What follows belongs to an exercise in optimizing a design on an open flow for small area, a short achievable clock period and few clock cycles per item; a production flow would make more cautious choices.
The RTL was checked by simulation tests, not by an equivalence proof against the original design.
Power figures rest on the tool's default switching activity, not on a simulated workload.

## flow/design.v (module list and top-level ports; edited modules follow where they fit)
// module goertzel_multi: 3463 lines
module goertzel_multi #(
  parameter int NUM_BINS     = 4,
  parameter int LOG2_SAMPLES = 9,
  parameter int D_W          = 16,
  parameter int S_W          = 8,
  parameter int FRAC         = 14
) (
  input  logic                    dsp_clk,
  input  logic                    rst_n,
  input  logic                    start,
  input  logic                    coef_wr,
  input  logic [2:0]              coef_idx,
  input  logic [D_W-1:0]          coef_val,
  output logic [LOG2_SAMPLES-1:0] sample_address,
  input  logic [S_W-1:0]          sample_data_in,
  output logic                    busy,
  output logic                    mag_valid,
  input  logic                    mag_ready,
  output logic [2:0]              mag_bin,
  output logic [D_W-1:0]          mag_data,
  output logic                    frame_done
);
  // ...
==> flow/run.sh <==
#!/bin/bash
# synth_recipe.tcl (not shown) runs the flow's synth.tcl, then flattens the netlist and writes it again
# the make line also repeats each setting of config.mk as NAME=value (left out here)
make -C /OpenROAD-flow-scripts/flow DESIGN_CONFIG=/design/flow/config.mk WORK_HOME=/design/flow/orfs CLKGATE_MAP_FILE= SYNTH_SCRIPT=/design/flow/synth_recipe.tcl finish
==> flow/config.mk <==
export PLATFORM = sky130hd
export DESIGN_NAME = goertzel_multi
export DESIGN_NICKNAME = goertzel_multi
export VERILOG_FILES = /design/flow/design.v
export SDC_FILE = /design/flow/constraint.sdc
export NUM_CORES = 4
export LEC_CHECK = 0
export ABC_AREA = 1
export CAP_MARGIN = 20
export CORE_MARGIN = 2
export CORE_UTILIZATION = 40
export SLEW_MARGIN = 20
==> flow/constraint.sdc <==
create_clock -name core_clock -period 13.0 [get_ports {dsp_clk}]
set_input_delay 2.6000 -clock core_clock [delete_from_list [all_inputs] [get_ports {dsp_clk}]]
set_output_delay 2.6000 -clock core_clock [all_outputs]
set_load 0.01 [all_outputs]
==> impl_metrics.py, run 1 <==
metrics = {
    "status": {
        "status": "no timing/DRC/antenna violations",
    },
    "global_routing": {
        "grt_overflow_total": 0,
        "grt_max_degree": 51,
        "grt-busiest-layer": "met2",
    },
    "pwr": {
        "p_switching_mw": 3.745,
        "total_power_mw": 8.061,
        "top_power_group": "combinational cells",
        "power_density_nw_per_um2": 208.3,
    },
    "timing": {
        "tns_ns": 0,
        "hold_violations": 0,
        "max_freq_mhz": 219.3,
        "tightest_slew_ns": 1.061,
    },
    "critical_path": {
        "r2r_cells": 20,
        "path_depth": 1,
        "critical_path.top_delay_family": "flip-flops",
        "crit_end": "busy",
        "critPathLaunch": "busy_q$_SDFF_PN0_",
        "cp_slowest_cell": "dfxtp_1",
    },
    "die": {
        "die_h_um": 301.3,
        "fp.dieArea_um2": 90760,
        "pin_count": 63,
        "nWellTaps": 1165,
    },
    "finish": {
        "fillerInstances": 8627,
        "num-nets-final": 4419,
        "seq_cells": 542,
    },
    "clocking": {
        "cts_sinks": 542,
        "cts.hold.buffers_added": 0,
        "clkSlewWorstSetupHoldPaths_ns": 0.06,
        "htree_levels": 2,
        "cts-root-buf": "clkbuf_16",
    },
    "logic_synthesis": {
        "synth-edff-count": 140,
        "yosysSeqAreaShare_pct": 34.66,
        "synthXorXnorAreaFrac_pct": 9.118,
        "synth.avg_cell_area_um2": 8.877,
        "synthSimpleGateAreaFrac_pct": 12.97,
        "synth_top_family_by_area": "adder cells",
    },
    "routing": {
        "post_drt_wl_per_cell_um": 20.32,
        "drt-total-wl_um": 104700,
    },
}
Testbench counts, summed over its fixed seeds: cycles 24,912, frames 24.
==> inputs of run 2 (changes only) <==
==> flow/flow/run.sh (new file) <==
#!/bin/bash
# The standard layout (standard.sh: the standard flow's synthesis and ORFS flow), with two changes to how
# the layout is made: the port buffers are buf_4 cells instead of the delay-type buffer the
# default choice picks, and timing repair aims 9 ns above the 13 ns constraint so that it also
# works on paths that already meet it. make's full output goes to standard_make.log here.
set -euo pipefail
bash standard.sh "BUFFER_PORTS_ARGS=-buffer_cell sky130_fd_sc_hd__buf_4" SETUP_SLACK_MARGIN=9 finish > standard_make.log 2>&1
==> flow/standard.sh (new file) <==
#!/bin/bash
# synth_recipe.tcl (not shown) runs the flow's synth.tcl, then flattens the netlist and writes it again
# the make line also repeats each setting of config.mk as NAME=value (left out here)
make -C /OpenROAD-flow-scripts/flow DESIGN_CONFIG=/design/flow/config.mk WORK_HOME=/design/flow/orfs CLKGATE_MAP_FILE= SYNTH_SCRIPT=/design/flow/synth_recipe.tcl "${@:-finish}"
removed: flow/run.sh
==> impl_metrics.py, run 2 <==
metrics = {
    "global_routing": {
        "grt_antenna_before_repair": 1,
        "track_usage_pct": 23.27,
        "grt_first_pass_wirelength_um": 162100,
        "grt_pass1_vias": 27165,
        "grt_max_degree": 43,
        "grt_overflow_total": 0,
    },
    "clocking": {
        "clockBufferDepth": 3,
        "insertion_delay_ns": 0.65,
        "cts-root-buf": "clkbuf_16",
        "cts.hold.buffers_added": 0,
        "cts_tree": "yes",
        "htree_levels": 2,
        "cts-buffers-inserted": 59,
        "clkSlewWorstSetupHoldPaths_ns": 0.06,
        "cts_sinks": 542,
    },
    "timing": {
        "finalSetupViolations": 0,
        "fin_crit_ns": 4.008,
        "post-route-period-util_pct": 30.83,
        "slew_headroom_pct": 31.63,
        "fin_skew_ns": 0.02400,
        "worst_slack_ns": 8.992,
        "drv_slew": 0,
        "hold_violations": 0,
        "tightest_slew_ns": 1.026,
        "max_freq_mhz": 249.5,
        "tns_ns": 0,
        "rsz0062_at_grt": "no",
    },
    "critical_path": {
        "cp_data_arrival_time_ns": 1.41,
        "critical_path_class": "register to primary output",
        "r2r_slack_ns": 9.13,
        "critical_path.top_delay_family": "flip-flops",
        "critPathRequiredTime_ns": 10.40,
        "path_cells": "buf_4",
        "end_kind": "primary output",
        "slowest_delay_ns": 0.55,
        "setup.worst_path.start_class": "register",
        "crit_buf_inv": 1,
        "cp_slowest_cell": "edfxtp_1",
        "crit_fanout": 1,
    },
    "die": {
        "core_area_um2": 87970,
        "row_count": 109,
        "initial_utilization_pct": 40.18,
        "fp.dieArea_um2": 90760,
        "pin_count": 63,
        "die_h_um": 301.3,
        "die_w_um": 301.3,
    },
    "logic_synthesis": {
        "synth_top_cells_by_count": "nand2_1 (670), inv_1 (618), dfxtp_1 (402)",
        "synth-edff-count": 140,
        "synth_ff_type": "dfxtp_1",
        "ys_ff_latch": 542,
        "synth_cell_types": 59,
        "synth_top_area_share_pct": 22.77,
        "synthTopCellsByArea": "dfxtp_1 (23%), fa_1 (16%), edfxtp_1 (12%), xor2_1 (8.8%), nand2_1 (7.1%)",
        "synth_top_area_cell": "dfxtp_1",
        "syn-num-nets": 4465,
        "yosysMostFrequentCell": "nand2_1",
        "synthArstFlopShare_pct": 0,
        "syn_area_um2": 35350,
        "synth.avg_cell_area_um2": 8.877,
        "syn_inst": 3982,
        "yosysSeqAreaShare_pct": 34.66,
        "ys_warn_count": 2,
    },
    "place": {
        "hpwl_um": 76740,
        "gp_congestion": 0.8753,
        "place_ws_ns": 8.868,
        "dp_cells": 5041,
        "port_buffers": 61,
    },
    "finish": {
        "num-nets-final": 4444,
        "largest_reg_flops": 64,
        "layout_common_cells": "nand2_1 (662), inv_1 (611), dfxtp_1 (395), xor2_1 (356), fa_1 (288)",
        "stdcell_count": 5177,
        "num_antenna_cells": 0,
        "drive_above_1_share_pct": 8.624,
        "utilization_pct": 44.60,
        "final_common_cell": "nand2_1",
        "area_delta_synth_final_pct": 10.99,
        "top_register": "cf",
    },
    "pwr": {
        "total_power_mw": 8.272,
        "power_leakage_nw": 18.21,
        "vdd_drop_max_v": 0.0001282,
        "power_density_nw_per_um2": 210.8,
    },
    "routing": {
        "postRouteAntennaNets": 0,
        "detail_route.iter0.violations": 2591,
        "num_vias": 27431,
        "drt_drc_violations_left": 0,
        "drt-total-wl_um": 106200,
        "post_drt_wl_per_cell_um": 20.51,
        "avgViaCountPerCell": 5.299,
        "first_pass_iters": 5,
    },
    "job": {
        "drv_cap": 0,
    },
    "status": {
        "status": "no timing/DRC/antenna violations",
    },
    "hold_path": {
        "hold_class": "register to register",
    },
}
-- run 2: final timing paths --
path / startpoint / end / cells past startpoint
setup / recovery: mdata[6]$_DFFE_PP_ / mag_data[6] / 1
hold / removal: s1_b$_DFF_P_ / r1t_1$_DFF_P_ / 0
setup reg to reg: dn_1[5]$_DFF_P_ / hb_1[6]$_DFF_P_ / 7
hold reg to reg: s1_b$_DFF_P_ / r1t_1$_DFF_P_ / 0
-- run 2: area by class of cell --
type,count,area [um^2]
fillers,8542,48730
multi-input cells,2566,19880
flip-flops and latches,542,12270
inverters,691,2685
clock buffers,79,1717
well taps,1165,1458
repair buffers,100,813.3
clock inverters,33,414.1
repair inverters,1,5.005
-- run 2: power by group --
part	internal, mW	leakage, nW	switching [mW]
Clock	1.08	1.03	0.755
Combinational	1.24	12.5	2.65
Sequential	2.17	4.68	0.377
Total	4.49	18.2	3.78
-- run 2: cell families after synthesis --
| logic type | share of synthesized area (%) |
|---|---|
| buf+inv | 9.607 |
| other cells | 0.01061 |
| compound gates | 11.44 |
| fa+ha+maj | 22.12 |
| mux | 0.06371 |
| simple gates | 12.97 |
| xor+xnor | 9.118 |
| flops | 34.66 |
-- run 2: routing by layer --
layer	track usage, %	share of wire (%)
met5	0	0
met4	6.254	2.4
met3	4.092	8.7
met2	36.83	45
met1	32.75	43
-- run 2: timing repair --
action | CTS | global route
pin swaps | 1 | 15
cloned | 0 | 2
setup buffers | 1 | 21
setup endpoints to repair | 34 | 60
resized for setup | 3 | 61
-- run 2: metrics by stage --
step	cell area [um^2]	hold slack, ns
2_1_floorplan	35350	0.3290
3_3_place_gp	36590	0.3507
3_5_place_dp	36590	0.3543
4_1_cts	38750	0.3629
5_1_grt	39230	0.3674
6_report	39230	0.3619

-- static timing again, ports no longer ideal --
The results above use ideal ports. As a check the final layouts listed here were re-extracted and re-timed, cells and wires unchanged.
Step 1 (the two cells are an assumption about what drives the block):
set clk [get_ports {dsp_clk}]
set_driving_cell -lib_cell sky130_fd_sc_hd__clkbuf_16 $clk
set_driving_cell -lib_cell sky130_fd_sc_hd__buf_2 [delete_from_list [all_inputs] $clk]
Step 2 also shifts input and output timing later by t, the mid clock arrival at the registers, as if the neighbouring blocks saw the same clock.
Three values: no drivers, after step 1, after step 2; two values: the first two.
run	t (ns)	slack for setup (ns)	clock arrival spread, ns	worst data-port slew with drivers (ns)	cell pins on the clock port's net
run 1	0.694	8.439 / 8.374 / 8.420	0.027 / 0.027	0.06	1
run 2	0.704	8.992 / 8.925 / 8.879	0.026 / 0.025	0.06	1
After both steps setup and hold are still met in every run listed. The setup slack of run 2, which loses most, moves by -0.067 ns with the drivers and by -0.113 ns with both steps.
